This design comes from an exercise in tuning for small area, a short achievable clock period and few clock cycles on the open sky130 flow, not from production work. Only simulation tests tie the RTL to the original design; equivalence was not proved.

--- flow/run.sh ---
#!/bin/bash
# synth_recipe.tcl (not shown) runs the flow's synth.tcl, then flattens the netlist and writes it again
# the make line also repeats each setting of config.mk as NAME=value (left out here)
make -C /OpenROAD-flow-scripts/flow DESIGN_CONFIG=/design/flow/config.mk WORK_HOME=/design/flow/orfs CLKGATE_MAP_FILE= SYNTH_SCRIPT=/design/flow/synth_recipe.tcl finish
--- flow/design.v ---
`timescale 1ns/1ps
package calc_pkg;
	typedef logic signed [24-1:0] operand_t;
	typedef logic [24-1:0] magnitude_t;
	typedef logic [4-1:0] keyCode_t;
	typedef logic [4-1:0] digitCount_t;
	typedef enum logic [1:0] {
		IDLE,
		FORWARD,  
		ACKED
	} entryState_t;
	typedef enum logic [2:0] {
		WAIT,
		REDUCE,
		PUSH,
		FLUSH,  
		EMIT,
		DONE
	} evalState_t;
endpackage
`timescale 1ns/1ps
import calc_pkg::*;
module keyEntry (
	input  logic     clk,
	input  logic     rst_n,
	input  logic     keyReq,
	input  calc_pkg::keyCode_t keyCode,
	input  logic     tokAck,
	output logic     keyAck,
	output logic     tokReq,
	output calc_pkg::keyCode_t tokKey,
	output calc_pkg::operand_t tokOperand
);
	localparam calc_pkg::operand_t TEN = 10;
	calc_pkg::entryState_t state;
	calc_pkg::operand_t entry;
	logic isDigit;
	assign isDigit = keyCode < 4'd10;  
	always_ff @(posedge clk or negedge rst_n) begin
		if (!rst_n) begin
			state <= IDLE;
			keyAck <= 1'b0;
			tokReq <= 1'b0;
			entry <= '0;
		end else begin
			case (state)
				IDLE: begin
					if (keyReq) begin
						if (isDigit) begin
							entry <= entry * TEN + calc_pkg::operand_t'(keyCode);  
							state <= ACKED;
						end else if (keyCode == 4'd14) begin
							entry <= entry / TEN;
							state <= ACKED;
						end else if (!tokAck) begin
							tokReq <= 1'b1;
							state <= FORWARD;
						end
					end
				end
				FORWARD: begin
					if (tokAck) begin
						tokReq <= 1'b0;
						entry <= '0;  
						state <= ACKED;
					end
				end
				ACKED: begin
					if (!keyAck)
						keyAck <= 1'b1;
					else if (!keyReq) begin
						keyAck <= 1'b0;
						state <= IDLE;
					end
				end
				default: state <= IDLE;
			endcase
		end
	end
	always_ff @(posedge clk) begin
		if (state == IDLE && keyReq) begin
			tokKey <= keyCode;
			tokOperand <= entry;
		end
	end
endmodule
`timescale 1ns/1ps
import calc_pkg::*;
module exprEvaluator (
	input  logic     clk,
	input  logic     rst_n,
	input  logic     tokReq,
	input  calc_pkg::keyCode_t tokKey,
	input  calc_pkg::operand_t tokOperand,
	input  logic     valAck,
	output logic     tokAck,
	output logic     valReq,
	output calc_pkg::operand_t valResult,
	output logic     valError
);
	localparam int IDX_W = $clog2(4);
	localparam int CNT_W = $clog2(4 + 1);
	calc_pkg::evalState_t state;
	calc_pkg::operand_t numStack [4];
	calc_pkg::keyCode_t opStack [4];
	logic [CNT_W-1:0] numCount;
	logic [CNT_W-1:0] opCount;
	logic [IDX_W-1:0] numTop;
	logic [IDX_W-1:0] numNext;
	logic [IDX_W-1:0] opTop;
	logic [IDX_W-1:0] opNext;
	calc_pkg::operand_t lhs;
	calc_pkg::operand_t rhs;
	calc_pkg::operand_t aluResult;
	logic divByZero;
	logic needReduce;
	logic needNext;
	logic reduceNow;
	function automatic logic isHigh(logic [4-1:0] k);
		isHigh = k == 4'd13 || k == 4'd15;
	endfunction
	assign numTop = IDX_W'(numCount - 1'b1);
	assign numNext = IDX_W'(numCount - 2'd2);
	assign opTop = IDX_W'(opCount - 1'b1);
	assign opNext = IDX_W'(opCount - 2'd2);
	assign lhs = numStack[numNext];
	assign rhs = numStack[numTop];
	assign needReduce = opCount != '0 && (isHigh(opStack[opTop]) || !isHigh(tokKey));
	assign needNext = opCount > CNT_W'(1) && (isHigh(opStack[opNext]) || !isHigh(tokKey));
	assign reduceNow = state == REDUCE || (state == FLUSH && opCount != '0);
	always_comb begin
		aluResult = rhs;
		divByZero = 1'b0;
		case (opStack[opTop])
			4'd10: aluResult = lhs + rhs;
			4'd11: aluResult = lhs - rhs;
			4'd13: aluResult = lhs * rhs;  
			4'd15: begin
				if (rhs == '0) begin
					aluResult = '0;
					divByZero = 1'b1;
				end else
					aluResult = lhs / rhs;  
			end
			default: aluResult = rhs;
		endcase
	end
	always_ff @(posedge clk or negedge rst_n) begin
		if (!rst_n) begin
			state <= WAIT;
			numCount <= '0;
			opCount <= '0;
			tokAck <= 1'b0;
			valReq <= 1'b0;
			valError <= 1'b0;
		end else begin
			if (reduceNow) begin
				numCount <= numCount - 1'b1;
				opCount <= opCount - 1'b1;
				if (divByZero)
					valError <= 1'b1;  
			end
			case (state)
				WAIT: begin
					if (tokReq) begin
						numCount <= numCount + 1'b1;
						if (tokKey == 4'd12)
							state <= FLUSH;
						else if (needReduce)
							state <= REDUCE;
						else
							state <= PUSH;
					end
				end
				REDUCE: state <= needNext ? REDUCE : PUSH;
				PUSH: begin
					opCount <= opCount + 1'b1;
					tokAck <= 1'b1;
					state <= DONE;
				end
				FLUSH: begin
					if (opCount == '0 && !valAck) begin
						valReq <= 1'b1;
						state <= EMIT;
					end
				end
				EMIT: begin
					if (valAck) begin
						valReq <= 1'b0;
						numCount <= '0;
						opCount <= '0;
						valError <= 1'b0;
						tokAck <= 1'b1;
						state <= DONE;
					end
				end
				DONE: begin
					if (!tokReq) begin
						tokAck <= 1'b0;
						state <= WAIT;
					end
				end
				default: state <= WAIT;
			endcase
		end
	end
	always_ff @(posedge clk) begin
		if (state == WAIT && tokReq)
			numStack[IDX_W'(numCount)] <= tokOperand;
		if (reduceNow)
			numStack[numNext] <= aluResult;
		if (state == PUSH)
			opStack[IDX_W'(opCount)] <= tokKey;
		if (state == FLUSH && opCount == '0)
			valResult <= numStack[0];  
	end
endmodule
`timescale 1ns/1ps
import calc_pkg::*;
module resultFormatter (
	input  logic        clk,
	input  logic        rst_n,
	input  logic        valReq,
	input  calc_pkg::operand_t    valResult,
	input  logic        valError,
	input  logic        resAck,
	output logic        valAck,
	output logic        resReq,
	output logic        resSign,
	output calc_pkg::magnitude_t  resMagnitude,
	output calc_pkg::digitCount_t resDigits,
	output logic        resError
);
	localparam int MAX_DIGITS = 8;  
	logic slotFull;
	logic accept;
	calc_pkg::magnitude_t absVal;
	function automatic logic [4-1:0] countDigits(logic [24-1:0] m);
		calc_pkg::digitCount_t n;
		longint unsigned limit;
		n = calc_pkg::digitCount_t'(1);
		limit = 10;
		for (int i = 1; i < MAX_DIGITS; i++) begin
			if (m >= limit)
				n = n + 1'b1;
			limit = limit * 10;
		end
		countDigits = n;
	endfunction
	assign accept = valReq && !valAck && !slotFull;
	assign absVal = valResult[24-1] ? calc_pkg::magnitude_t'(-valResult) : calc_pkg::magnitude_t'(valResult);
	always_ff @(posedge clk or negedge rst_n) begin
		if (!rst_n) begin
			valAck <= 1'b0;
			resReq <= 1'b0;
			slotFull <= 1'b0;
		end else begin
			if (accept)
				valAck <= 1'b1;
			else if (!valReq)
				valAck <= 1'b0;
			if (accept) begin
				resReq <= 1'b1;
				slotFull <= 1'b1;
			end else if (resReq && resAck)
				resReq <= 1'b0;
			else if (slotFull && !resReq && !resAck)
				slotFull <= 1'b0;  
		end
	end
	always_ff @(posedge clk) begin
		if (accept) begin
			resSign <= valResult[24-1];
			resMagnitude <= absVal;
			resDigits <= countDigits(absVal);
			resError <= valError;
		end
	end
endmodule
`timescale 1ns/1ps
import calc_pkg::*;
module calculatorTop (
	input  logic        clk,
	input  logic        rst_n,
	input  logic        keyReq,
	input  calc_pkg::keyCode_t    keyCode,
	output logic        keyAck,
	output logic        resReq,
	input  logic        resAck,
	output logic        resSign,
	output calc_pkg::magnitude_t  resMagnitude,
	output calc_pkg::digitCount_t resDigits,
	output logic        resError
);
	logic tokReq;
	logic tokAck;
	calc_pkg::keyCode_t tokKey;
	calc_pkg::operand_t tokOperand;
	logic valReq;
	logic valAck;
	calc_pkg::operand_t valResult;
	logic valError;
	keyEntry entryU (
		.clk(clk),
		.rst_n(rst_n),
		.keyReq(keyReq),
		.keyCode(keyCode),
		.tokAck(tokAck),
		.keyAck(keyAck),
		.tokReq(tokReq),
		.tokKey(tokKey),
		.tokOperand(tokOperand)
	);
	exprEvaluator evalU (
		.clk(clk),
		.rst_n(rst_n),
		.tokReq(tokReq),
		.tokKey(tokKey),
		.tokOperand(tokOperand),
		.valAck(valAck),
		.tokAck(tokAck),
		.valReq(valReq),
		.valResult(valResult),
		.valError(valError)
	);
	resultFormatter fmtU (
		.clk(clk),
		.rst_n(rst_n),
		.valReq(valReq),
		.valResult(valResult),
		.valError(valError),
		.resAck(resAck),
		.valAck(valAck),
		.resReq(resReq),
		.resSign(resSign),
		.resMagnitude(resMagnitude),
		.resDigits(resDigits),
		.resError(resError)
	);
endmodule
--- flow/constraint.sdc ---
create_clock -name core_clock -period 80.0 [get_ports {clk}]
set_input_delay 16.0000 -clock core_clock [delete_from_list [all_inputs] [get_ports {clk}]]
set_output_delay 16.0000 -clock core_clock [all_outputs]
set_load 0.01 [all_outputs]
--- flow/config.mk ---
export PLATFORM = sky130hd
export DESIGN_NAME = calculatorTop
export DESIGN_NICKNAME = calculatorTop
export VERILOG_FILES = /design/flow/design.v
export SDC_FILE = /design/flow/constraint.sdc
export NUM_CORES = 4
export LEC_CHECK = 0
export CAP_MARGIN = 20
export CORE_MARGIN = 2
export CORE_UTILIZATION = 40
export SLEW_MARGIN = 20
==> impl_metrics.ini <==
[clock_tree]
clk_pin_slew_worst_paths_ps = 70
cts_hold_buf = 0
htree_levels = 1
cts_made_buffers = 25
cts_buffer_depth = 3
cts.sinks = 236
cts_tree = yes
cts_root_buf = clkbuf_16
insertion_delay_ps = 530

[global_route]
grt_pass1_wl_um = 194000
antenna_found_initial = 0
grt_pass1_vias = 34700
grt_max_degree = 54
grt_overflow_total = 0
groute.usage.overall_pct = 23.2

[timing]
hold-worst-slack_ps = 466
finClkSkew_ps = 13.1
slew_viol_final = 0
final_hold_viol_count = 0
worst_pin_slew_ps = 1130
period_share_pct = 93.6
setup_violations = 0
period_needed_ps = 74850
max_freq_mhz = 13.4
relSlewSlack_pct = 24.6
fin_ws_ps = 5150

[drt]
wirelength_um = 128000
drt_first_pass_iters = 6
drc = 0
ant_nets = 0
drt-initial-drc-count = 2998
vias_per_cell = 5.83
detail_route.wl_per_cell_um = 20.4
vias = 36400

[worst_setup_path]
cpMostUsedCell = o21a_1
end_kind = register
cp.required_ps = 80230
r2r_slack_ps = 5150
slowest_stage = nor3_1
rr_startpoint = evalU.numCount[0]$_DFF_PN0_
reg2regPathDepth = 392
critPathLaunchType = register
criticalPathCategory = reg -> reg
crit_fanout = 29
slowest_delay_ps = 750
arrival_ps = 75080
r2r_end = evalU.numStack[2][7]$_DFFE_PP_

[floorplan]
die_area_sq_um = 105000
die_x_um = 323
rows = 117
die_y_um = 323
coreArea_sq_um = 101000
initial_core_util_pct = 40.2
num_io_pins = 40

[status]
outcome = complete, no violations

[synthesis]
ys_seq_area_share_pct = 16.9
synth_compound_area_share_pct = 18.8
ys.flop_type = edfxtp_1
async_reset_ff_share_pct = 17.8
synth_edf_count = 194
synthSimpleGateAreaFrac_pct = 18.7
synth_fa_ha_area_share_pct = 25.7
synthesis.nets = 5530
synth_top_family_by_area = adder cells
yosysWarnings = 3
ys_types = 115
synth.avg_cell_area_sq_um = 8.47
post_synth_xor_area_fraction_pct = 7.37
syn_area_sq_um = 40800
syn_inst = 4816
ys_ff_latch = 236
synthMuxAreaShare_pct = 7.00

[worst_hold_path]
hold_path.class = reg -> reg
hold_start = evalU.valError$_DFF_PN0_
holdPathEnd = fmtU.resError$_DFFE_PP_
min_path_cells = 0

[layout]
stdcell_count = 6249
fillCellCount = 9940
synthToLayoutAreaGrowth_pct = 10.7
drive_above_1_share_pct = 11.3
nets = 5576

[placement]
gp_congestion = 0.937
hpwl_um = 93400
pre_cts_slack_ps = 322
dpl.cell_count = 6103
io_buffers = 39

[flow_run]
max_cap_violations = 0
## timing repair
action,4_1_cts,5_1_grt
setup buffers,0,91
setup endpoints to repair,0,96
endpoints found under the hold margin,0,0
resized for setup,0,158
## synth_stat cells, drive strengths merged, types with 55 or more instances
| cell type | number | area (sq um) |
|---|---|---|
| xnor2 | 213 | 1880 |
| nand3 | 86 | 448 |
| clkbuf | 159 | 597 |
| a21oi | 190 | 966 |
| edfxtp | 194 | 5830 |
| nand2 | 458 | 1720 |
| and2 | 116 | 726 |
| mux2 | 144 | 1620 |
| nand4 | 55 | 344 |
| nor3 | 240 | 1220 |
| o21ai | 249 | 1250 |
| inv | 401 | 1510 |
| xor2 | 128 | 1120 |
| o31ai | 99 | 768 |
| ha | 490 | 6130 |
| nor2 | 389 | 1480 |
| fa | 216 | 4320 |
| o21a | 206 | 1550 |
## sequential cells by signal (all words and copies together) (netlist names), 4 cells and up
name / cells
entryU.entry: 24
entryU.tokKey: 4
entryU.tokOperand: 24
evalU.numStack: 96
evalU.opStack: 16
evalU.valResult: 24
fmtU.resDigits: 4
fmtU.resMagnitude: 24
## stage by stage
| step | TNS, ps | utilization (%) | cell area [sq um] |
|---|---|---|---|
| 2_1_floorplan | 0 | - | 40800 |
| 3_3_place_gp | 0 | 42.3 | 42900 |
| 3_5_place_dp | 0 | 42.3 | 42900 |
| 4_1_cts | 0 | 43.1 | 43700 |
| 5_1_grt | -18530 | 44.5 | 45100 |
| 6_report | 0 | 44.5 | 45200 |
## cells by family after synthesis
logic type               after synthesis
AO/OA/AOI/OAI                       1115
adder cells (fa/ha/maj)              707
flip-flops                           236
XOR/XNOR                             341
buffers and inverters                598
AND/OR/NAND/NOR                     1598
multiplexers                         221
## worst max-delay path by stage
stage                           startpoint                              end  slack [ps]  cells after the start
2_1_floorplan  evalU.numCount[0]$_DFF_PN0_  evalU.numStack[0][22]$_DFFE_PP_        3130                    406
3_3_place_gp   evalU.numCount[0]$_DFF_PN0_  evalU.numStack[0][20]$_DFFE_PP_        1950                    393
4_1_cts        evalU.numCount[0]$_DFF_PN0_  evalU.numStack[0][20]$_DFFE_PP_          30                    392
5_1_grt        evalU.numCount[0]$_DFF_PN0_  evalU.numStack[3][22]$_DFFE_PP_        -310                    393
3_5_place_dp   evalU.numCount[0]$_DFF_PN0_  evalU.numStack[0][20]$_DFFE_PP_         320                    391
6_report       evalU.numCount[0]$_DFF_PN0_   evalU.numStack[2][7]$_DFFE_PP_        5150                    392
## worst max-delay path: cells and delay by family, from the launching register on
kind | cells | cell delay (ps)
xor+xnor | 1 | 480
buf+inv | 12 | 1830
fa+ha+maj | 23 | 6810
mux | 19 | 5430
compound gates | 269 | 49650
simple gates | 68 | 9730
flops | 1 | 460
## cells in the final DEF (no fill, tap or decap), types with 16 or more instances in the layout
master | netlist | routed
nor2_1 | 384 | 374
mux2_2 | 144 | 144
a21oi_1 | 188 | 173
nand2b_1 | 48 | 48
nand4_1 | 55 | 55
mux4_2 | 37 | 37
o21a_1 | 206 | 206
nand3_1 | 84 | 80
ha_1 | 490 | 490
inv_1 | 401 | 397
a211oi_1 | 21 | 21
o21ai_0 | 228 | 182
o21ai_1 | 20 | 50
dfrtp_1 | 42 | 40
buf_4 | 4 | 150
a21oi_2 | 1 | 16
clkbuf_16 | 0 | 26
o21bai_1 | 41 | 40
a221oi_1 | 31 | 29
mux2i_1 | 40 | 33
a21o_1 | 43 | 43
a22oi_1 | 18 | 18
nor3_1 | 237 | 230
fa_1 | 216 | 216
xor2_1 | 128 | 125
edfxtp_1 | 194 | 194
nor4_1 | 34 | 33
o31ai_1 | 94 | 90
or3_1 | 46 | 46
nor2b_1 | 32 | 29
and2_1 | 116 | 115
nand2_1 | 457 | 457
a31oi_1 | 25 | 24
o21ai_2 | 1 | 16
and3_1 | 32 | 30
clkdlybuf4s50_1 | 0 | 38
o211ai_1 | 27 | 27
xnor2_1 | 212 | 202
## metal layers
layer / up-vias / track usage, % / wire length, um
met4: 0 / 7.36 / 4920
li1: 17400 / - / -
met3: 251 / 2.17 / 8140
met5: - / 0 / 0
met2: 1213 / 39.3 / 59000
met1: 17500 / 31.2 / 55700
## layout make-up
cell class | count | area (sq um) | share of cell area [%]
Timing Repair inverter | 1 | 5.00 | 0.0111
Antenna cell | 2 | 5.00 | 0.0111
Timing Repair Buffer | 205 | 1810 | 4.00
Sequential cell | 236 | 6880 | 15.2
Clock buffer | 28 | 637 | 1.41
Multi-Input combinational cell | 3988 | 32400 | 71.7
Inverter | 405 | 1530 | 3.39
Tap cell | 1368 | 1710 | 3.79
Clock inverter | 16 | 203 | 0.449
Testbench counts, summed over its fixed seeds: cycles 65,100.

-- re-timing with driven ports --
The flow's constraints put no driver on any port. The routed layout listed below was extracted and timed again, unchanged, in two steps. Step 1 assumes that a clkbuf_16 drives the clock port and a buf_2 every other input. Step 2 adds t to the input delays and takes it off the output delays; t is the mean of the earliest and latest rising clock arrival at the registers after step 1. Input paths then give back, and output paths get back, about the clock's delay inside the block. a / b / c = ideal / step 1 / step 2; a / b = the first two.
t, ns: 0.569
setup slack, ns: 5.148 / 5.148 / 5.148
cell pins on the clock port's net: 1
After both steps setup and hold are still met in this run. For this run, drivers alone change the setup slack by 0.000 ns; drivers and shift together by 0.000 ns.
